This design comes from an exercise in tuning for small area, a short achievable clock period and few clock cycles per item on the open sky130 flow, not from production work. Only simulation tests tie the RTL to the original design; equivalence was not proved.

==> flow/design.v (outline; a module is shown in full before it is edited, if it fits) <==
// module FP_booth_enc: 42 lines
// module FP_Mul_tree: 1958 lines
// module FP_Mul_gp: 4 lines
// module FP_pfx: 4 lines
// module FP_pfx_g: 3 lines
// module FP_fa: 4 lines
// module FP_ha: 4 lines
// module FP_Mul_pre: 35 lines
// module FP_Mul_post: 64 lines
// module fp_mul_arbiter: 114 lines
module fp_mul_arbiter #(
    parameter int W = fp_alu_pkg::FP_W
) (
    input  logic         clk,
    input  logic         rst,
    input  logic         req0_valid,
    input  logic [W-1:0] req0_a,
    input  logic [W-1:0] req0_b,
    output logic         req0_ready,
    input  logic         req1_valid,
    input  logic [W-1:0] req1_a,
    input  logic [W-1:0] req1_b,
    output logic         req1_ready,
    output logic         rsp_valid,
    output logic [W-1:0] rsp_data,
    output logic         rsp_id,
    input  logic         rsp_ready
);
  // ...
==> flow/flow/run.sh <==
#!/bin/bash
# The standard ORFS layout (the standard.sh, standard synthesis unchanged),
# with buf_2 cells as the port buffers and a larger setup repair margin.
set -euo pipefail
bash standard.sh "BUFFER_PORTS_ARGS=-buffer_cell sky130_fd_sc_hd__buf_2" SETUP_SLACK_MARGIN=5.7 finish > orfs_make.log 2>&1
==> flow/standard.sh <==
#!/bin/bash
# synth_recipe.tcl (not shown) runs the flow's synth.tcl, then flattens the netlist and writes it again
# the make line also repeats each setting of config.mk as NAME=value (left out here)
make -C /OpenROAD-flow-scripts/flow DESIGN_CONFIG=/design/flow/config.mk WORK_HOME=/design/flow/orfs CLKGATE_MAP_FILE= SYNTH_SCRIPT=/design/flow/synth_recipe.tcl "${@:-finish}"
==> flow/config.mk <==
export PLATFORM = sky130hd
export DESIGN_NAME = fp_mul_arbiter
export DESIGN_NICKNAME = fp_mul_arbiter
export VERILOG_FILES = /design/flow/design.v
export SDC_FILE = /design/flow/constraint.sdc
export NUM_CORES = 4
export LEC_CHECK = 0
export CAP_MARGIN = 20
export CORE_MARGIN = 2
export CORE_UTILIZATION = 40
export CTS_BUF_LIST = sky130_fd_sc_hd__clkbuf_8
export SETUP_SLACK_MARGIN = 5
export SLEW_MARGIN = 20
export SYNTH_HIERARCHICAL = 1
export SYNTH_MINIMUM_KEEP_SIZE = 0
==> flow/constraint.sdc <==
create_clock -name core_clock -period 11.0 [get_ports {clk}]
set_input_delay 2.2000 -clock core_clock [delete_from_list [all_inputs] [get_ports {clk}]]
set_output_delay 2.2000 -clock core_clock [all_outputs]
set_load 0.01 [all_outputs]
==> impl_metrics.toml, run 1 <==
[cells_and_area]
final_common_cell = "xnor2_1"
clkbuf_count = 17
nets = 2662
antennaDiodeCount = 1

[setup_path]
setup.worst_path.start_class = "flop"
critical-path-top-delay-family = "adder cells"
criticalPathCategory = "flop to flop"
required_ns = 11.19
r2r_cells = 17

[route]
wl_met2_um = 31200
wl_met3_um = 6560
vias = 17533

[sta]
fin_crit_ns = 5.32
fin_skew_ns = 0.0299

[global_routing]
grt_first_pass_wirelength_um = 103000
grt_max_degree = 65

[placed_design]
port_buffers = 168
dpl.cell_count = 2691

[floorplanning]
core_region_area_mm2 = 0.0500
io_pins = 169
die_area_mm2 = 0.0522

[clocking]
hold_buffers = 0
cts_tree = "yes"

[min_path]
hold_class = "flop to flop"

[run_status]
status = "timing/DRC/antenna clean"
Testbench counts, summed over its fixed seeds: cycles 6,416, items 6,400.
==> inputs of run 2 (changes only) <==
==> flow/flow/run.sh (replaced) <==
#!/bin/bash
# The standard ORFS layout (the standard.sh, standard synthesis unchanged),
# with buf_2 cells as the port buffers and a larger setup repair margin.
set -euo pipefail
bash standard.sh "BUFFER_PORTS_ARGS=-buffer_cell sky130_fd_sc_hd__buf_2" SETUP_SLACK_MARGIN=5.3 finish > orfs_make.log 2>&1
==> impl_metrics.toml, run 2 <==
[route]
ant_nets = 0
via_per_inst = 6.09
vias = 17008
drtPass1Iterations = 5
drtIter0Drc = 1728
drc_errors = 0
wl_um = 63400
avgRoutedWirePerCell_um = 22.7

[cells_and_area]
fill_cells = 4623
nets = 2599
largest_register_ffs = 25
seq_area_mm2 = 0.00339
drive_above_1_share_pct = 19.8
reg.largest.list = "s2_ph_q x25, s1_nfa_q x23"
top_register = "s2_ph_q"
antennaDiodeCount = 0
area_growth_pct = 12.5
final_common_cell = "xnor2_1"
fin_area_mm2 = 0.0227
final_cell_mix = "xnor2_1, o22ai_1, fa_1"
multiInputGateArea_mm2 = 0.0158

[sta]
fin_setup_tns_ns = 0
slew_headroom_pct = 36.2
rsz0062_at_grt = "true"
period_share_pct = 50.7
fin_crit_ns = 5.58
hold_slack_ns = 0.424
max_freq_ghz = 0.179
fin_skew_ns = 0.0219
setup_viol = 0
maxSlewViolCount = 0
hold_viol = 0
worstMarginPinSlew_ns = 0.949

[setup_path]
cpPeakStageDelay_ns = 0.66
crit_slowest_cell = "or4_4"
arrival_ns = 3.38
setup.worst_path.start_class = "flop"
critPathBufInv = 1
reg2reg_from = "s1_nfa_q[13]$_DFFE_PN_"
startpoint = "s2_ph_q[0]$_DFFE_PN_"
endpoint_kind = "output pin"
required_ns = 8.80
criticalPathCategory = "flop to output pin"
cp_cell_sequence = "nand4_4 > or4_4 > o311a_1 > o22a_1 > nand3b_2 > a211oi_1 > buf_2"
cp_max_fo = 12
critical-path-top-delay-family = "simple AND/OR/NAND/NOR gates"

[placed_design]
dpl_cell_area_mm2 = 0.0213
port_buffers = 168
gp_congestion = 0.898
place_hpwl_um = 42400

[global_routing]
gr-total-overflow = 0
track_usage_pct = 23.8
antenna_found_initial = 1
grt_max_degree = 69
grt_first_pass_wirelength_um = 98100
grt_pass1_vias = 17035

[clocking]
clk_pin_slew_ns = 0.09
cts.sink_count = 114
numCtsBuffers = 17
cts_tree = "yes"
clock_path_buffers = 2
clock_latency_ns = 0.47
htree_levels = 4
root_buffer = "clkbuf_8"
hold_buffers = 0

[floorplanning]
fp.dieH_um = 228
io_pins = 169
initial_core_util_pct = 40.3
die_area_mm2 = 0.0522
core_region_area_mm2 = 0.0500
die_x_um = 228
placementRows = 82

[logic_synthesis]
synth.avg_cell_area_um2 = 10.1
synthesis.area_mm2 = 0.0202
yosys_warnings = 9
synth_nets = 2486
syn_inst = 1993

[run_status]
status = "timing/DRC/antenna clean"

[min_path]
hold_start = "s1_exp_q[6]$_DFFE_PN_"
hold_class = "flop to flop"

[job]
maxCapViolations = 0
[run 2: metal layers]
metal,track usage [%],share of wire (%)
met1,33.0,42
met2,37.6,46
met3,4.74,9.8
met4,6.96,2.2
met5,0,0.021
[run 2: per-stage QoR]
| step | setup slack [ns] | instances | utilization, % |
|---|---|---|---|
| 6_report | 5.42 | 2791 | 45.4 |
| 5_1_grt | 5.28 | 2791 | 45.4 |
| 4_1_cts | 5.30 | 2773 | 44.8 |
| 3_5_place_dp | 4.82 | 2688 | 42.7 |
| 3_3_place_gp | 4.86 | 2688 | 42.7 |
| 2_1_floorplan | 5.47 | 1993 | - |
[run 2: final cells by class]
cell class | count | share of cell area, %
repair buffers | 273 | 8.38
inverters | 69 | 1.50
clock inverters | 15 | 0.662
multi-input cells | 1631 | 69.8
well taps | 672 | 3.71
clock buffers | 17 | 1.03
flip-flops and latches | 114 | 15.0
[run 2: path summary, 6_finish.rpt]
path / end / slack, ns / cells after the start
hold reg to reg: s2_exp_q[6]$_DFFE_PN_ / 0.42 / 0
setup reg to reg: s2_ph_q[17]$_DFFE_PN_ / 5.46 / 16
hold / removal: s2_exp_q[6]$_DFFE_PN_ / 0.42 / 0
setup / recovery: rsp_data[11] / 5.42 / 7
[run 2: what timing repair did]
item                       in CTS  in global routing
setup endpoints to repair      60                 37
gates resized for setup        40                 42
pin swaps                       2                  1
buffers inserted               50                 17
cloned                          3                  1
==> inputs of run 3 (changes only) <==
==> flow/flow/run.sh (replaced) <==
#!/bin/bash
# The standard ORFS layout (the standard.sh, standard synthesis unchanged),
# with buf_2 cells as the port buffers and a larger setup repair margin.
set -euo pipefail
bash standard.sh "BUFFER_PORTS_ARGS=-buffer_cell sky130_fd_sc_hd__buf_2" SETUP_SLACK_MARGIN=5.5 finish > orfs_make.log 2>&1
==> impl_metrics.toml, run 3 <==
[setup_path]
required_ns = 8.80
cpPeakStageDelay_ns = 0.26
setup.worst_path.start_class = "input port"
critical-path-top-delay-family = "buffers and inverters"
reg2reg_slack_ns = 5.59
cp_max_fo = 16
startpoint = "req0_valid"
arrival_ns = 3.23
endpoint_kind = "output pin"
crit_slowest_cell = "a21o_4"
r2r_cells = 16
reg2reg_to = "s2_ph_q[24]$_DFFE_PN_"
cp_cell_sequence = "buf_2 > nand2b_4 > a21o_4 > buf_16 > nor3_1 > buf_2"
reg2reg_from = "s1_nfa_q[9]$_DFFE_PN_"
criticalPathCategory = "input port to output pin"
path_common_cell = "buf_2"
critPathBufInv = 3

[clocking]
clk_pin_slew_ns = 0.07
clock_path_buffers = 2
cts.sink_count = 114
root_buffer = "clkbuf_8"
htree_levels = 4
hold_buffers = 0
numCtsBuffers = 17
cts_tree = "yes"
clock_latency_ns = 0.45

[cells_and_area]
final_common_cell = "xnor2_1"
final_cell_mix = "xnor2_1, fa_1, o22ai_1"
drive_above_1_share_pct = 22.6
top_register = "s2_ph_q"
largest_register_ffs = 25
fin_cells = 2811
reg.largest.list = "s2_ph_q x25, s1_nfa_q x23"
nets = 2618
area_growth_pct = 16.5

[global_routing]
antenna_found_initial = 1
gr-total-overflow = 0
track_usage_pct = 24.1
grt_max_degree = 61
grt_first_pass_wirelength_um = 99200
grt_pass1_vias = 17472

[placed_design]
port_buffers = 168
gp_congestion = 0.899
dpl.cell_count = 2692
place_hpwl_um = 42600
pre_cts_ws_ns = 4.77

[floorplanning]
die_area_mm2 = 0.0522
core_region_area_mm2 = 0.0500
fp.dieH_um = 228
initial_core_util_pct = 40.3
die_x_um = 228
io_pins = 169
placementRows = 82

[logic_synthesis]
synth_nets = 2486
synth.avg_cell_area_um2 = 10.1
syn_inst = 1993
yosys_warnings = 9
synthesis.area_mm2 = 0.0202

[min_path]
min_path_cells = 0
hold_end = "s2_exp_q[3]$_DFFE_PN_"
hold_start = "s1_exp_q[3]$_DFFE_PN_"
hold_class = "flop to flop"

[route]
drtPass1Iterations = 6
ant_nets = 0
via_per_inst = 6.06
drc_errors = 0
avgRoutedWirePerCell_um = 22.9
wl_um = 64500
drtIter0Drc = 1823
vias = 17022

[sta]
fin_skew_ns = 0.0149
fin_ws_ns = 5.57
setup_viol = 0
maxSlewViolCount = 0
hold_viol = 0
period_share_pct = 49.3
fin_crit_ns = 5.43
slew_headroom_pct = 47.7
max_freq_ghz = 0.184
rsz0062_at_grt = "false"
fin_setup_tns_ns = 0
hold_slack_ns = 0.425
worstMarginPinSlew_ns = 0.777

[run_status]
status = "timing/DRC/antenna clean"

[job]
maxCapViolations = 0
==> run 3: worst max-delay path by stage <==
stage                            end  slack [ns]  depth (start not counted)
2_1_floorplan  s2_ph_q[17]$_DFFE_PN_        5.53                         16
3_3_place_gp              req0_ready        4.78                          7
3_5_place_dp              req0_ready        4.77                          7
4_1_cts                 rsp_data[21]        5.52                          7
5_1_grt                 rsp_data[21]        5.48                          7
6_report                  req1_ready        5.57                          6
==> run 3: timing repair <==
item,4_1_cts,5_1_grt
setup endpoints to repair,60,23
buffers inserted,56,23
pin swaps,2,20
gates resized for setup,81,96
cloned,4,3
==> run 3: metrics by stage <==
| stage | area, µm² | util [%] |
|---|---|---|
| final | 23500 | 47.0 |
| after global routing | 23500 | 47.0 |
| after CTS | 22800 | 45.6 |
| after detailed placement | 21400 | 42.8 |
| after global placement | 21400 | 42.8 |
| after floorplan | 20200 | - |
==> run 3: routing by layer <==
metal / up-vias / GRT usage (%) / wire [µm]
met4: 0 / 9.33 / 2180
met1: 8537 / 32.5 / 26800
li1: 7438 / - / -
met5: - / 0 / 0
met3: 141 / 4.54 / 5730
met2: 906 / 38.4 / 29800
==> run 3: area by class of cell <==
cell class                 instances  area [µm²]
fill                            4598       26500
timing repair buffer             291        2220
tap                              672         841
clock inverter                    15         183
clock buffer                      17         234
multi-input combinational       1631       16100
timing repair inverter             1        8.76
inverter                          69         457
antenna                            1        2.50
sequential                       114        3390
==> inputs of run 4 (changes only) <==
--- a/flow/config.mk
+++ b/flow/config.mk
@@ -7,7 +7,7 @@
 export LEC_CHECK = 0
 export CAP_MARGIN = 20
 export CORE_MARGIN = 2
-export CORE_UTILIZATION = 40
+export CORE_UTILIZATION = 60
 export CTS_BUF_LIST = sky130_fd_sc_hd__clkbuf_8
 export SETUP_SLACK_MARGIN = 5
 export SLEW_MARGIN = 20
==> impl_metrics.toml, run 4 <==
[cells_and_area]
top_register = "s2_ph_q"
largest_register_ffs = 25
final_common_cell = "xnor2_1"
final_cell_mix = "xnor2_1, fa_1, o22ai_1"
area_growth_pct = 13.4
finish.utilization_pct = 68.7
fill_cells = 2623
drive_above_1_share_pct = 21.4
reg.largest.list = "s2_ph_q x25, s1_nfa_q x23"
nets = 2598
fin_cells = 2567

[setup_path]
required_ns = 11.22
cp_cell_sequence = "inv_8 > xnor2_1 > fa_1 > fa_1 > fa_1 > fa_1 > fa_1 > ha_1 > and2_1 > a21o_4 > a21o_4 > a21o_4 > a21o_1 > a21o_1 > xor2_1"
endpoint_kind = "flop"
path_common_cell = "fa_1"
critPathBufInv = 1
criticalPathCategory = "flop to flop"
crit_slowest_cell = "edfxtp_1"
cpPeakStageDelay_ns = 0.54
setup.worst_path.start_class = "flop"
critical-path-top-delay-family = "adder cells"
cp_max_fo = 24
arrival_ns = 5.65

[logic_synthesis]
synthesis.area_mm2 = 0.0202
syn_inst = 1993
synth_nets = 2486
synth.avg_cell_area_um2 = 10.1
yosys_warnings = 9

[clocking]
clock_path_buffers = 2
clock_latency_ns = 0.48
cts_tree = "yes"
root_buffer = "clkbuf_8"
clk_pin_slew_ns = 0.09
htree_levels = 4
numCtsBuffers = 17
cts.sink_count = 114

[global_routing]
grt_first_pass_wirelength_um = 96400
grt_pass1_vias = 17200
gr-total-overflow = 0
globalRoute.busiestLayer = "met2"
use_met1_pct = 46.9
grt_max_degree = 62
met2_usage_pct = 56.1
grtUsageMet3_pct = 8.52
track_usage_pct = 35.4
antenna_found_initial = 1

[sta]
maxSlewViolCount = 0
fin_setup_tns_ns = 0
fin_skew_ns = 0.0223
max_freq_ghz = 0.184
period_share_pct = 49.4
setup_viol = 0
hold_viol = 0
fin_crit_ns = 5.43
slew_headroom_pct = 45.4
worstMarginPinSlew_ns = 0.811
rsz0062_at_grt = "true"

[floorplanning]
core_region_area_mm2 = 0.0333
fp.dieH_um = 187
placementRows = 67
initial_core_util_pct = 60.6
die_x_um = 187
io_pins = 169
die_area_mm2 = 0.0351

[route]
ant_nets = 0
wl_um = 62400
avgRoutedWirePerCell_um = 24.3
drc_errors = 0
via_per_inst = 6.65
drtPass1Iterations = 5
drtIter0Drc = 1657
vias = 17079

[placed_design]
port_buffers = 168
place_hpwl_um = 42600
dpl.cell_count = 2481
gp_congestion = 0.894

[job]
maxCapViolations = 0

[min_path]
hold_class = "flop to flop"

[run_status]
status = "timing/DRC/antenna clean"
run 4: changes by cell type in the layout (fill, tap and decap cells not counted), moves of 4 or more:
cell / previous run / this run
buf_6: 25 / 21
fa_2: 12 / 5
ha_4: 7 / 2
fa_1: 245 / 252
o22ai_2: 20 / 15
clkinv_2: 0 / 4
ha_1: 96 / 101
buf_4: 69 / 52
buf_8: 6 / 11
run 4: worst paths after layout:
check | cells after the start | from | endpoint | slack (ns)
hold / removal | 0 | s1_exp_q[4]$_DFFE_PN_ | s2_exp_q[4]$_DFFE_PN_ | 0.42
setup / recovery | 15 | s1_bneg_q[5]$_DFFE_PN_ | s2_ph_q[17]$_DFFE_PN_ | 5.57
hold reg to reg | 0 | s1_exp_q[4]$_DFFE_PN_ | s2_exp_q[4]$_DFFE_PN_ | 0.42
setup reg to reg | 15 | s1_bneg_q[5]$_DFFE_PN_ | s2_ph_q[17]$_DFFE_PN_ | 5.57
run 4: repair_timing:
action / 4_1_cts / 5_1_grt
gates resized for setup: 76 / 120
hold buffers: 0 / 0
endpoints found under the setup margin: 61 / 44
pin swaps: 4 / 22
buffers inserted: 16 / 31
gates cloned: 2 / 4
run 4: per-stage QoR:
step | hold WS [ns] | setup slack, ns | cell area [µm²]
6_report | 0.421 | 5.57 | 22900
3_3_place_gp | 0.402 | 4.87 | 21200
3_5_place_dp | 0.405 | 4.82 | 21200
5_1_grt | 0.427 | 5.47 | 22900
2_1_floorplan | 0.400 | 5.53 | 20200
4_1_cts | 0.422 | 5.39 | 22000
run 4: cell type report:
| class | instances | area (µm²) | area share, % |
|---|---|---|---|
| Clock buffer | 18 | 248 | 1.08 |
| Timing Repair inverter | 2 | 17.5 | 0.0766 |
| Timing Repair Buffer | 271 | 2030 | 8.88 |
| Multi-Input combinational cell | 1630 | 16100 | 70.3 |
| Tap cell | 448 | 561 | 2.45 |
| Inverter | 69 | 429 | 1.88 |
| Antenna cell | 1 | 2.50 | 0.0109 |
| Sequential cell | 114 | 3390 | 14.8 |
| Clock inverter | 14 | 118 | 0.515 |
run 4: layer usage:
metal,wire length [µm],up-vias
li1,-,7394
met3,6480,189
met1,24800,8378
met4,2570,0
met2,28600,1118
met5,0,-
==> inputs of run 5 (changes only) <==
==> flow/flow/run.sh (replaced) <==
#!/bin/bash
# The standard ORFS layout (the standard.sh, standard synthesis unchanged),
# with buf_2 cells as the port buffers and a larger setup repair margin.
set -euo pipefail
bash standard.sh "BUFFER_PORTS_ARGS=-buffer_cell sky130_fd_sc_hd__buf_2" SETUP_SLACK_MARGIN=5.4 finish > orfs_make.log 2>&1
==> impl_metrics.toml, run 5 <==
[placed_design]
place_hpwl_um = 42900
port_buffers = 168
gp_congestion = 0.901
dpl.cell_count = 2477
pre_cts_ws_ns = 4.88

[cells_and_area]
top_register = "s2_ph_q"
largest_register_ffs = 25
final_cell_mix = "xnor2_1, fa_1, o22ai_1"
fin_cells = 2558
area_growth_pct = 12.0
nets = 2589
reg.largest.list = "s2_ph_q x25, s1_nfa_q x23"
drive_above_1_share_pct = 20.2
final_common_cell = "xnor2_1"

[job]
maxCapViolations = 0

[global_routing]
grt_first_pass_wirelength_um = 96800
gr-total-overflow = 0
grt_pass1_vias = 17062
antenna_found_initial = 2
grt_max_degree = 67
track_usage_pct = 35.7

[clocking]
numCtsBuffers = 17
clk_pin_slew_ns = 0.08
cts.sink_count = 114
hold_buffers = 0
htree_levels = 4
root_buffer = "clkbuf_8"
cts_tree = "yes"
clock_latency_ns = 0.49
clock_path_buffers = 2

[route]
drtPass1Iterations = 6
ant_nets = 0
via_per_inst = 6.65
avgRoutedWirePerCell_um = 24.6
drtIter0Drc = 1668
vias = 17022
wl_um = 62900
drc_errors = 0

[logic_synthesis]
synthesis.area_mm2 = 0.0202
syn_inst = 1993
synth_nets = 2486
synth.avg_cell_area_um2 = 10.1
yosys_warnings = 9

[setup_path]
required_ns = 11.20
crit_slowest_cell = "fa_1"
setup.worst_path.start_class = "flop"
critical-path-top-delay-family = "adder cells"
startpoint = "s1_nfa_q[8]$_DFFE_PN_"
criticalPathCategory = "flop to flop"
critPathBufInv = 1
cp_cell_sequence = "buf_12 > o22ai_1 > xnor2_1 > fa_1 > fa_1 > fa_1 > fa_1 > fa_1 > ha_1 > a21o_1 > a21o_4 > a21o_4 > a21o_4 > a21o_1 > a21o_1 > xor2_1"
cp_max_fo = 25
arrival_ns = 5.68
reg2reg_from = "s1_nfa_q[8]$_DFFE_PN_"
endpoint_kind = "flop"
cpPeakStageDelay_ns = 0.53
path_common_cell = "fa_1"

[sta]
fin_setup_tns_ns = 0
period_share_pct = 49.8
fin_ws_ns = 5.52
rsz0062_at_grt = "true"
fin_crit_ns = 5.48
max_freq_ghz = 0.182
hold_viol = 0
fin_skew_ns = 0.0341
setup_viol = 0
maxSlewViolCount = 0
worstMarginPinSlew_ns = 0.839
slew_headroom_pct = 44.0

[min_path]
hold_class = "flop to flop"
hold_start = "s1_exp_q[5]$_DFFE_PN_"

[floorplanning]
fp.dieH_um = 187
io_pins = 169
placementRows = 67
die_x_um = 187
core_region_area_mm2 = 0.0333
initial_core_util_pct = 60.6
die_area_mm2 = 0.0351

[run_status]
status = "timing/DRC/antenna clean"
==> run 5: worst reg2reg max path, stage by stage, from the launching register on <==
cell	delay, ns
edfxtp_1	0.43
buf_12	0.19
o22ai_1	0.23
xnor2_1	0.17
fa_1	0.51
fa_1	0.45
fa_1	0.45
fa_1	0.54
fa_1	0.42
ha_1	0.34
a21o_1	0.22
a21o_4	0.24
a21o_4	0.26
a21o_4	0.27
a21o_1	0.20
a21o_1	0.16
xor2_1	0.16
==> run 5: path summary, 6_finish.rpt <==
path                                              end  cells past startpoint  slack [ns]
worst max-delay path            s2_ph_q[16]$_DFFE_PN_                     16        5.52
worst min-delay path            s2_exp_q[5]$_DFFE_PN_                      0        0.42
worst max register to register  s2_ph_q[16]$_DFFE_PN_                     16        5.52
worst min register to register  s2_exp_q[5]$_DFFE_PN_                      0        0.42
==> run 5: repair_timing <==
item                       in CTS  in global routing
pin swaps                       2                 11
resized for setup              57                 77
buffers inserted               27                 17
setup endpoints to repair      55                 57
cloned                          1                  3
==> run 5: per-stage QoR <==
step	hold WS (ns)	cell area [µm²]	util (%)
2_1_floorplan	0.400	20200	-
3_3_place_gp	0.402	21100	63.5
3_5_place_dp	0.405	21100	63.5
4_1_cts	0.421	22000	66.2
5_1_grt	0.426	22600	67.8
6_report	0.423	22600	67.8
==> run 5: routing by layer <==
layer | vias to the layer above | track usage [%] | wire length, µm
met3 | 175 | 9.66 | 6730
met1 | 8371 | 48.1 | 25300
met4 | 2 | 13.1 | 2230
met5 | - | 0 | 13
met2 | 1084 | 55.4 | 28600
li1 | 7390 | - | -
==> run 5: area by class of cell <==
class	instances	area (µm²)
Timing Repair Buffer	265	1890
Antenna cell	1	2.50
Multi-Input combinational cell	1629	15900
Tap cell	448	561
Inverter	69	373
Clock buffer	18	248
Clock inverter	14	180
Fill cell	2652	10700
Sequential cell	114	3390
==> inputs of run 6 (changes only) <==
--- a/flow/config.mk
+++ b/flow/config.mk
@@ -7,8 +7,10 @@
 export LEC_CHECK = 0
 export CAP_MARGIN = 20
 export CORE_MARGIN = 2
-export CORE_UTILIZATION = 60
+export CORE_UTILIZATION = 40
 export CTS_BUF_LIST = sky130_fd_sc_hd__clkbuf_8
+export CTS_CLUSTER_DIAMETER = 150
+export CTS_CLUSTER_SIZE = 30
 export SETUP_SLACK_MARGIN = 5
 export SLEW_MARGIN = 20
 export SYNTH_HIERARCHICAL = 1
==> impl_metrics.toml, run 6 <==
[run_status]
status = "timing/DRC/antenna clean"

[setup_path]
cp-endpoint = "s2_ph_q[17]$_DFFE_PN_"
setup.worst_path.start_class = "flop"
endpoint_kind = "flop"
reg2reg_to = "s2_ph_q[17]$_DFFE_PN_"
r2r_cells = 16
path_common_cell = "fa_1"
reg2reg_from = "s1_nbone_q[8]$_DFFE_PN_"
cp_cell_sequence = "buf_4 > o22ai_1 > xnor2_1 > fa_1 > fa_1 > fa_1 > fa_1 > fa_1 > ha_1 > a21o_1 > a21o_4 > a21o_4 > a21o_4 > a21o_1 > a21o_1 > xor2_1"
cp_max_fo = 24
arrival_ns = 5.68
cp.depth = 16
startpoint = "s1_nbone_q[8]$_DFFE_PN_"
required_ns = 11.21
critPathBufInv = 1
criticalPathCategory = "flop to flop"
cpPeakStageDelay_ns = 0.53
critical-path-top-delay-family = "adder cells"
crit_slowest_cell = "fa_1"
reg2reg_slack_ns = 5.53

[global_routing]
grt_first_pass_wirelength_um = 98400
met2_usage_pct = 37.6
track_usage_pct = 23.9
globalRoute.busiestLayer = "met2"
grtUsageMet3_pct = 5.35
grt_max_degree = 69
use_met1_pct = 32.6
gr-total-overflow = 0
grt_pass1_vias = 17129
antenna_found_initial = 0

[cells_and_area]
reg.largest.list = "s2_ph_q x25, s1_nfa_q x23"
largest_register_ffs = 25
nets = 2602
final_cell_mix = "xnor2_1, o22ai_1, fa_1"
top_register = "s2_ph_q"
area_growth_pct = 13.7
drive_above_1_share_pct = 20.5
final_common_cell = "xnor2_1"
fin_area_mm2 = 0.0229
fin_cells = 2795

[placed_design]
gp_congestion = 0.898
dpl.cell_count = 2688
place_hpwl_um = 42400
port_buffers = 168
dpl_cell_area_mm2 = 0.0213
pre_cts_ws_ns = 4.82

[sta]
rsz0062_at_grt = "true"
setup_viol = 0
fin_skew_ns = 0.0214
fin_crit_ns = 5.47
period_share_pct = 49.8
slew_headroom_pct = 36.3
max_freq_ghz = 0.183
fin_setup_tns_ns = 0
hold_viol = 0
maxSlewViolCount = 0
worstMarginPinSlew_ns = 0.947
fin_ws_ns = 5.53

[logic_synthesis]
syn_inst = 1993
synthesis.area_mm2 = 0.0202
synth_nets = 2486
yosys_warnings = 9
synth.avg_cell_area_um2 = 10.1

[floorplanning]
initial_core_util_pct = 40.3
io_pins = 169
placementRows = 82
die_area_mm2 = 0.0522
core_region_area_mm2 = 0.0500
fp.dieH_um = 228
die_x_um = 228

[route]
drtIter0Drc = 1608
avgRoutedWirePerCell_um = 22.8
via_per_inst = 6.08
ant_nets = 0
vias = 16981
drc_errors = 0
drtPass1Iterations = 7
wl_um = 63800

[clocking]
numCtsBuffers = 17
clk_pin_slew_ns = 0.08
htree_levels = 4
cts_tree = "yes"
hold_buffers = 0
root_buffer = "clkbuf_8"
clock_path_buffers = 2
cts.sink_count = 114
clock_latency_ns = 0.47

[job]
maxCapViolations = 0

[min_path]
hold_class = "flop to flop"
==> run 6: cell count changes in the layout (fill, tap and decap cells not counted), sizes merged <==
cell,delta
bufbuf,+1
nand3b,+1
clkbuf,-3
inv,+1
buf,+12
a21o,+1
==> run 6: layer usage <==
metal / share of wire [%] / routed length [µm] / vias up
li1: - / - / 7418
met1: 42 / 26600 / 8484
met2: 46 / 29500 / 958
met3: 9.8 / 6240 / 121
met4: 2.3 / 1480 / 0
met5: 0 / 0 / -
==> run 6: repair_timing <==
action,CTS,global route
setup endpoints to repair,60,52
pin swaps,2,6
resized for setup,65,45
cloned,3,2
buffers inserted,63,6
hold endpoints to repair,0,0
==> run 6: stage by stage <==
stage | hold slack, ns | utilization (%)
global placement | 0.405 | 42.7
floorplan | 0.400 | -
global route | 0.437 | 45.9
finish | 0.422 | 45.9
detailed placement | 0.406 | 42.7
CTS | 0.422 | 45.3
==> run 6: final cells by class <==
| class | instances | area [µm²] |
|---|---|---|
| tap | 672 | 841 |
| clock inverter | 15 | 150 |
| multi-input combinational | 1631 | 15900 |
| antenna | 1 | 2.50 |
| inverter | 69 | 420 |
| timing repair buffer | 276 | 1980 |
| clock buffer | 17 | 234 |
| sequential | 114 | 3390 |
| fill | 4599 | 27000 |
==> run 6: worst min path at each step <==
| stage | startpoint | to | slack, ns | cells after the start |
|---|---|---|---|---|
| 4_1_cts | s1_exp_q[6]$_DFFE_PN_ | s2_exp_q[6]$_DFFE_PN_ | 0.42 | 0 |
| 2_1_floorplan | s1_exp_q[0]$_DFFE_PN_ | s2_exp_q[0]$_DFFE_PN_ | 0.40 | 0 |
| 6_report | s1_exp_q[6]$_DFFE_PN_ | s2_exp_q[6]$_DFFE_PN_ | 0.42 | 0 |
| 3_3_place_gp | s1_id_q$_DFFE_PN_ | s2_id_q$_DFFE_PN_ | 0.40 | 0 |
| 3_5_place_dp | s1_exp_q[6]$_DFFE_PN_ | s2_exp_q[6]$_DFFE_PN_ | 0.41 | 0 |
| 5_1_grt | s1_exp_q[6]$_DFFE_PN_ | s2_exp_q[6]$_DFFE_PN_ | 0.44 | 0 |
==> inputs of run 7 (changes only) <==
--- a/flow/config.mk
+++ b/flow/config.mk
@@ -9,8 +9,6 @@
 export CORE_MARGIN = 2
 export CORE_UTILIZATION = 40
 export CTS_BUF_LIST = sky130_fd_sc_hd__clkbuf_8
-export CTS_CLUSTER_DIAMETER = 150
-export CTS_CLUSTER_SIZE = 30
 export SETUP_SLACK_MARGIN = 5
 export SLEW_MARGIN = 20
 export SYNTH_HIERARCHICAL = 1
==> impl_metrics.toml, run 7 <==
[run_status]
status = "timing/DRC/antenna clean"

[clocking]
numCtsBuffers = 17
clock_latency_ns = 0.47
cts_tree = "yes"
clock_path_buffers = 2
root_buffer = "clkbuf_8"
htree_levels = 4
clk_pin_slew_ns = 0.08
cts.sink_count = 114

[setup_path]
startpoint = "s1_nbone_q[8]$_DFFE_PN_"
cp-endpoint = "s2_ph_q[17]$_DFFE_PN_"
reg2reg_to = "s2_ph_q[17]$_DFFE_PN_"
arrival_ns = 5.68
criticalPathCategory = "flop to flop"
reg2reg_slack_ns = 5.53
cp_max_fo = 24
setup.worst_path.start_class = "flop"
reg2reg_from = "s1_nbone_q[8]$_DFFE_PN_"
required_ns = 11.21
endpoint_kind = "flop"
r2r_cells = 16

[placed_design]
pre_cts_ws_ns = 4.82
gp_congestion = 0.898
dpl_cell_area_mm2 = 0.0213
dpl.cell_count = 2688
port_buffers = 168
place_hpwl_um = 42400

[floorplanning]
die_x_um = 228
core_region_area_mm2 = 0.0500
placementRows = 82
fp.dieH_um = 228
io_pins = 169
initial_core_util_pct = 40.3
die_area_mm2 = 0.0522

[route]
drtPass1Iterations = 7
via_per_inst = 6.08
drtIter0Drc = 1608
vias = 16981
drc_errors = 0
avgRoutedWirePerCell_um = 22.8
wl_um = 63800
ant_nets = 0

[logic_synthesis]
synth.avg_cell_area_um2 = 10.1
yosys_warnings = 9
syn_inst = 1993
synth_nets = 2486
synthesis.area_mm2 = 0.0202

[sta]
fin_skew_ns = 0.0214
period_share_pct = 49.8
worstMarginPinSlew_ns = 0.947
maxSlewViolCount = 0
fin_ws_ns = 5.53
rsz0062_at_grt = "true"
hold_viol = 0
fin_setup_tns_ns = 0
setup_viol = 0
slew_headroom_pct = 36.3
fin_crit_ns = 5.47
max_freq_ghz = 0.183

[global_routing]
antenna_found_initial = 0
track_usage_pct = 23.9
gr-total-overflow = 0
grt_first_pass_wirelength_um = 98400
grt_max_degree = 69
grt_pass1_vias = 17129

[cells_and_area]
nets = 2602
reg.largest.list = "s2_ph_q x25, s1_nfa_q x23"
largest_register_ffs = 25
fill_cells = 4599
top_register = "s2_ph_q"
final_cell_mix = "xnor2_1, o22ai_1, fa_1"
finish.utilization_pct = 45.9
drive_above_1_share_pct = 20.5
area_growth_pct = 13.7
fin_area_mm2 = 0.0229
final_common_cell = "xnor2_1"
fin_cells = 2795

[min_path]
hold_class = "flop to flop"

[job]
maxCapViolations = 0
## run 7: critical path, stage by stage (launching register included)
cell and delay (ns):
edfxtp_1 0.36, buf_4 0.25, o22ai_1 0.24, xnor2_1 0.17, fa_1 0.47, fa_1 0.50, fa_1 0.43, fa_1 0.53
fa_1 0.43, ha_1 0.33, a21o_1 0.21, a21o_4 0.25, a21o_4 0.26, a21o_4 0.27, a21o_1 0.19, a21o_1 0.16
xor2_1 0.16
## run 7: area by class of cell
class                   count  area [µm²]  share of cell area (%)
well taps                 672         841                    3.67
clock buffers              17         234                    1.02
diodes                      1        2.50                  0.0109
flip-flops and latches    114        3390                    14.8
clock inverters            15         150                   0.655
multi-input cells        1631       15900                    69.4
inverters                  69         420                    1.83
repair buffers            276        1980                    8.64
## run 7: layer usage
metal | GRT usage, % | wire [µm] | up-vias
met4 | 7.35 | 1480 | 0
met1 | 32.6 | 26600 | 8484
li1 | - | - | 7418
met2 | 37.6 | 29500 | 958
met5 | 0 | 0 | -
met3 | 5.35 | 6240 | 121
## run 7: how the worst min path moves through the flow
stage | startpoint | endpoint | slack [ns] | depth (start not counted)
CTS | s1_exp_q[6]$_DFFE_PN_ | s2_exp_q[6]$_DFFE_PN_ | 0.42 | 0
global route | s1_exp_q[6]$_DFFE_PN_ | s2_exp_q[6]$_DFFE_PN_ | 0.44 | 0
floorplan | s1_exp_q[0]$_DFFE_PN_ | s2_exp_q[0]$_DFFE_PN_ | 0.40 | 0
detailed placement | s1_exp_q[6]$_DFFE_PN_ | s2_exp_q[6]$_DFFE_PN_ | 0.41 | 0
global placement | s1_id_q$_DFFE_PN_ | s2_id_q$_DFFE_PN_ | 0.40 | 0
finish | s1_exp_q[6]$_DFFE_PN_ | s2_exp_q[6]$_DFFE_PN_ | 0.42 | 0
## run 7: through the flow
stage	hold WS, ns
final	0.422
after global routing	0.437
after CTS	0.422
after detailed placement	0.406
after global placement	0.405
after floorplan	0.400
## run 7: repair_timing
item | 4_1_cts | 5_1_grt
buffers inserted | 63 | 6
pin swaps | 2 | 6
gates resized for setup | 65 | 45
hold buffers | 0 | 0
cloned | 3 | 2
hold endpoints to repair | 0 | 0
setup endpoints to repair | 60 | 52
==> inputs of run 8 (changes only) <==
==> flow/flow/run.sh (replaced) <==
#!/bin/bash
# The standard ORFS layout (the standard.sh, standard synthesis unchanged),
# with buf_2 cells as the port buffers and a larger setup repair margin.
set -euo pipefail
bash standard.sh "BUFFER_PORTS_ARGS=-buffer_cell sky130_fd_sc_hd__buf_2" SETUP_SLACK_MARGIN=5.6 finish > orfs_make.log 2>&1
--- a/flow/config.mk
+++ b/flow/config.mk
@@ -7,7 +7,7 @@
 export LEC_CHECK = 0
 export CAP_MARGIN = 20
 export CORE_MARGIN = 2
-export CORE_UTILIZATION = 40
+export CORE_UTILIZATION = 60
 export CTS_BUF_LIST = sky130_fd_sc_hd__clkbuf_8
 export SETUP_SLACK_MARGIN = 5
 export SLEW_MARGIN = 20
==> impl_metrics.toml, run 8 <==
[run_status]
status = "timing/DRC/antenna clean"

[clocking]
clock_path_buffers = 2
htree_levels = 4
root_buffer = "clkbuf_8"
cts_tree = "yes"
cts.sink_count = 114
numCtsBuffers = 17
clock_latency_ns = 0.49
clk_pin_slew_ns = 0.08

[logic_synthesis]
yosys_warnings = 9
synth.avg_cell_area_um2 = 10.1
synthesis.area_mm2 = 0.0202
syn_inst = 1993
synth_nets = 2486

[global_routing]
grt_max_degree = 59
antenna_found_initial = 1
track_usage_pct = 35.6
grt_pass1_vias = 17481
grt_first_pass_wirelength_um = 96800
gr-total-overflow = 0

[route]
wl_met2_um = 29500
top_layer_used = "met5"
wl_um = 65100
wl_met1_um = 25000
avgRoutedWirePerCell_um = 25.2
vias = 17356
wl_met3_um = 7560
drtPass1Iterations = 5
via_per_inst = 6.71
drtIter0Drc = 2012
drc_errors = 0
ant_nets = 0

[cells_and_area]
top_register = "s2_ph_q"
antennaDiodeCount = 0
reg.largest.list = "s2_ph_q x25, s1_nfa_q x23"
nets = 2617
final_cell_mix = "xnor2_1, fa_1, o22ai_1"
final_common_cell = "xnor2_1"
area_growth_pct = 17.3
drive_above_1_share_pct = 25.1
largest_register_ffs = 25

[floorplanning]
die_area_mm2 = 0.0351
core_region_area_mm2 = 0.0333
io_pins = 169
placementRows = 67
initial_core_util_pct = 60.6
fp.dieH_um = 187
die_x_um = 187

[sta]
fin_skew_ns = 0.0247
setup_viol = 0
hold_slack_ns = 0.424
worstMarginPinSlew_ns = 0.730
fin_crit_ns = 5.37
max_freq_ghz = 0.186
rsz0062_at_grt = "false"
fin_setup_tns_ns = 0
maxSlewViolCount = 0
hold_viol = 0
period_share_pct = 48.8
slew_headroom_pct = 50.9

[placed_design]
place_hpwl_um = 42400
gp_congestion = 0.930
port_buffers = 168

[setup_path]
criticalPathCategory = "flop to flop"
arrival_ns = 5.59
reg2reg_slack_ns = 5.63
required_ns = 11.23
cp_max_fo = 25
setup.worst_path.start_class = "flop"
endpoint_kind = "flop"

[job]
maxCapViolations = 0

[min_path]
hold_class = "flop to flop"
[run 8: what timing repair did]
action,CTS,global route
resized for setup,110,163
hold buffers,0,0
cloned,4,11
setup buffers,32,28
pin swaps,7,37
setup endpoints to repair,59,59
[run 8: area by class of cell]
cell class              instances  area, µm²
clock buffers                  17        234
clock inverters                15        193
fillers                      2453       9630
inverters                      69        498
multi-input cells            1631      16500
flip-flops and latches        114       3390
well taps                     448        561
repair buffers                286       2240
repair inverters                5       43.8
[run 8: worst max-delay path: stages (launching register included)]
cell and delay (ns):
edfxtp_1 0.43, buf_12 0.19, o22ai_1 0.25, xnor2_1 0.14
fa_1 0.62, fa_2 0.48, fa_2 0.38, fa_2 0.54
fa_1 0.44, ha_4 0.25, and2_1 0.17, and2_1 0.17
a21o_4 0.26, a21o_2 0.24, a21o_1 0.19, a21o_1 0.16
xor2_1 0.15
[run 8: metrics by stage]
stage / cell area, µm² / util [%] / instances / setup WS (ns)
after global routing: 23700 / 71.1 / 2585 / 5.56
after CTS: 22400 / 67.3 / 2546 / 5.54
after global placement: 21200 / 63.6 / 2478 / 4.87
final: 23700 / 71.1 / 2585 / 5.63
after floorplan: 20200 / - / 1993 / 5.61
after detailed placement: 21200 / 63.6 / 2478 / 4.83
[run 8: routing by layer]
layer | vias up | track usage (%)
met5 | - | 0
met4 | 2 | 16.3
met3 | 246 | 9.08
met2 | 1224 | 55.6
met1 | 8446 | 46.9
li1 | 7438 | -
[run 8: worst paths after layout]
check	startpoint	end	cells after the start
min	s1_exp_q[7]$_DFFE_PN_	s2_exp_q[7]$_DFFE_PN_	0
max reg2reg	s1_nfa_q[17]$_DFFE_PN_	s2_ph_q[18]$_DFFE_PN_	16
max	s1_nfa_q[17]$_DFFE_PN_	s2_ph_q[18]$_DFFE_PN_	16
min reg2reg	s1_exp_q[7]$_DFFE_PN_	s2_exp_q[7]$_DFFE_PN_	0
==> inputs of run 9 (changes only) <==
==> flow/run.sh (new file) <==
#!/bin/bash
# synth_recipe.tcl (not shown) runs the flow's synth.tcl, then flattens the netlist and writes it again
# the make line also repeats each setting of config.mk as NAME=value (left out here)
make -C /OpenROAD-flow-scripts/flow DESIGN_CONFIG=/design/flow/config.mk WORK_HOME=/design/flow/orfs CLKGATE_MAP_FILE= SYNTH_SCRIPT=/design/flow/synth_recipe.tcl finish
--- a/flow/config.mk
+++ b/flow/config.mk
@@ -7,7 +7,7 @@
 export LEC_CHECK = 0
 export CAP_MARGIN = 20
 export CORE_MARGIN = 2
-export CORE_UTILIZATION = 60
+export CORE_UTILIZATION = 40
 export CTS_BUF_LIST = sky130_fd_sc_hd__clkbuf_8
 export SETUP_SLACK_MARGIN = 5
 export SLEW_MARGIN = 20
removed: flow/flow/run.sh
removed: flow/standard.sh
==> impl_metrics.toml, run 9 <==
[setup_path]
cp_max_fo = 31
arrival_ns = 3.68
setup.worst_path.start_class = "input port"
required_ns = 8.80
criticalPathCategory = "input port to output pin"
endpoint_kind = "output pin"
r2r_cells = 15

[placed_design]
place_hpwl_um = 42900
gp_congestion = 0.860
port_buffers = 168
dpl_cell_area_mm2 = 0.0222
pre_cts_ws_ns = 4.18

[route]
via_per_inst = 6.09
drtIter0Drc = 1535
avgRoutedWirePerCell_um = 23.1
ant_nets = 0
vias = 16849
drc_errors = 0
drtPass1Iterations = 5
wl_um = 63800

[floorplanning]
placementRows = 82
die_area_mm2 = 0.0522
fp.dieH_um = 228
initial_core_util_pct = 40.3
io_pins = 169
die_x_um = 228
core_region_area_mm2 = 0.0500

[cells_and_area]
nets = 2573
fin_area_mm2 = 0.0232
drive_above_1_share_pct = 10.7
final_cell_mix = "xnor2_1, o22ai_1, fa_1"
fill_cells = 4666
reg.largest.list = "s2_ph_q x25, s1_nfa_q x23"
area_growth_pct = 15.3
antennaDiodeCount = 0
final_common_cell = "xnor2_1"
top_register = "s2_ph_q"
largest_register_ffs = 25

[clocking]
clock_latency_ns = 0.45
numCtsBuffers = 17
clk_pin_slew_ns = 0.07
cts.sink_count = 114
cts_tree = "yes"
root_buffer = "clkbuf_8"
htree_levels = 4
clock_path_buffers = 2

[sta]
worstMarginPinSlew_ns = 1.13
period_share_pct = 53.4
setup_viol = 0
fin_skew_ns = 0.0133
max_freq_ghz = 0.170
fin_crit_ns = 5.88
hold_slack_ns = 0.426
fin_setup_tns_ns = 0
fin_ws_ns = 5.12
maxSlewViolCount = 0
hold_viol = 0
slew_headroom_pct = 24.7
rsz0062_at_grt = "false"

[min_path]
min_path_cells = 0
hold_class = "flop to flop"

[run_status]
status = "timing/DRC/antenna clean"

[logic_synthesis]
synth.avg_cell_area_um2 = 10.1
yosys_warnings = 9
synth_nets = 2486
syn_inst = 1993
synthesis.area_mm2 = 0.0202

[global_routing]
grt_max_degree = 72
antenna_found_initial = 0
track_usage_pct = 23.9
grt_first_pass_wirelength_um = 98500
gr-total-overflow = 0
grt_pass1_vias = 17597

[job]
maxCapViolations = 0
-- run 9: metrics by stage --
stage	utilization (%)	cells
finish	46.5	2765
detailed placement	44.5	2697
global route	46.5	2765
global placement	44.5	2697
CTS	46.0	2747
floorplan	-	1993
-- run 9: worst max-delay path, cell delays in order --
cell and delay [ns]:
clkdlybuf4s50_1 0.58, nand2b_2 0.14, a21o_4 0.25, buf_16 0.17, nor3_2 0.17, clkbuf_2 0.16
-- run 9: what timing repair did --
| item | in CTS | in global routing |
|---|---|---|
| hold buffers | 0 | 0 |
| pin swaps | 3 | 1 |
| setup endpoints to repair | 47 | 39 |
| setup buffers | 15 | 18 |
| resized for setup | 26 | 17 |
| hold endpoints to repair | 0 | 0 |
| gates cloned | 3 | 0 |
-- run 9: per-layer routing --
metal	vias to the layer above	GRT usage [%]	wire length (µm)
li1	7339	-	-
met1	8407	30.5	25300
met2	957	39.6	30400
met3	146	5.16	6120
met4	0	9.17	1980
met5	-	0	0
-- run 9: path summary, 6_finish.rpt --
kind                            slack [ns]               endpoint                   start
worst min-delay path                  0.43      s2_id_q$_DFFE_PN_       s1_id_q$_DFFE_PN_
worst min register to register        0.43      s2_id_q$_DFFE_PN_       s1_id_q$_DFFE_PN_
worst max-delay path                  5.12             req1_ready              req1_valid
worst max register to register        5.22  s2_ph_q[21]$_DFFE_PN_  s1_bneg_q[8]$_DFFE_PN_
-- run 9: cell type report --
type / count / area [µm²] / area share [%]
clock inverters: 15 / 216 / 0.932
repair buffers: 248 / 2430 / 10.5
clock buffers: 17 / 234 / 1.01
well taps: 672 / 841 / 3.62
inverters: 69 / 313 / 1.35
flip-flops and latches: 114 / 3390 / 14.6
multi-input cells: 1630 / 15800 / 68.0

-- afterwards: timing with drivers on the ports --
The flow's constraints put no driver on any port. The routed layouts listed below were extracted and timed again, unchanged, in two steps.
Step 1: set_driving_cell puts a clkbuf_16 on clk and a buf_2 on each other input, an assumption about the parent block.
Step 2, shift: input delay + t, output delay - t, t = (earliest + latest rising clock arrival at the registers) / 2. This alone moves slack from input paths to output paths.
a / b / c = ideal ports / drivers / drivers and shift; a / b = the first two.
run | t (ns) | setup slack, ns | worst hold slack (ns) | clock arrival spread, ns | cell pins on the clock port's net
run 1 | 0.497 | 5.680 / 5.680 / 5.593 | 0.422 / 0.422 / 0.422 | 0.029 / 0.030 | 1
run 2 | 0.510 | 5.425 / 5.372 / 5.367 | 0.424 / 0.424 / 0.424 | 0.022 / 0.022 | 1
run 3 | 0.491 | 5.572 / 5.550 / 5.434 | 0.425 / 0.425 / 0.425 | 0.017 / 0.016 | 1
run 4 | 0.512 | 5.571 / 5.542 / 5.551 | 0.421 / 0.421 / 0.421 | 0.023 / 0.023 | 1
run 5 | 0.520 | 5.519 / 5.512 / 5.512 | 0.423 / 0.423 / 0.423 | 0.035 / 0.035 | 1
run 6 | 0.506 | 5.526 / 5.524 / 5.426 | 0.422 / 0.422 / 0.422 | 0.022 / 0.021 | 1
run 7 | 0.506 | 5.526 / 5.524 / 5.426 | 0.422 / 0.422 / 0.422 | 0.022 / 0.021 | 1
run 8 | 0.524 | 5.635 / 5.617 / 5.625 | 0.424 / 0.424 / 0.424 | 0.025 / 0.025 | 1
run 9 | 0.492 | 5.121 / 5.088 / 4.988 | 0.426 / 0.426 / 0.426 | 0.014 / 0.013 | 1
After both steps setup and hold are still met in every run listed. The setup slack of run 3, which loses most, moves by -0.022 ns with the drivers and by -0.138 ns with both steps.
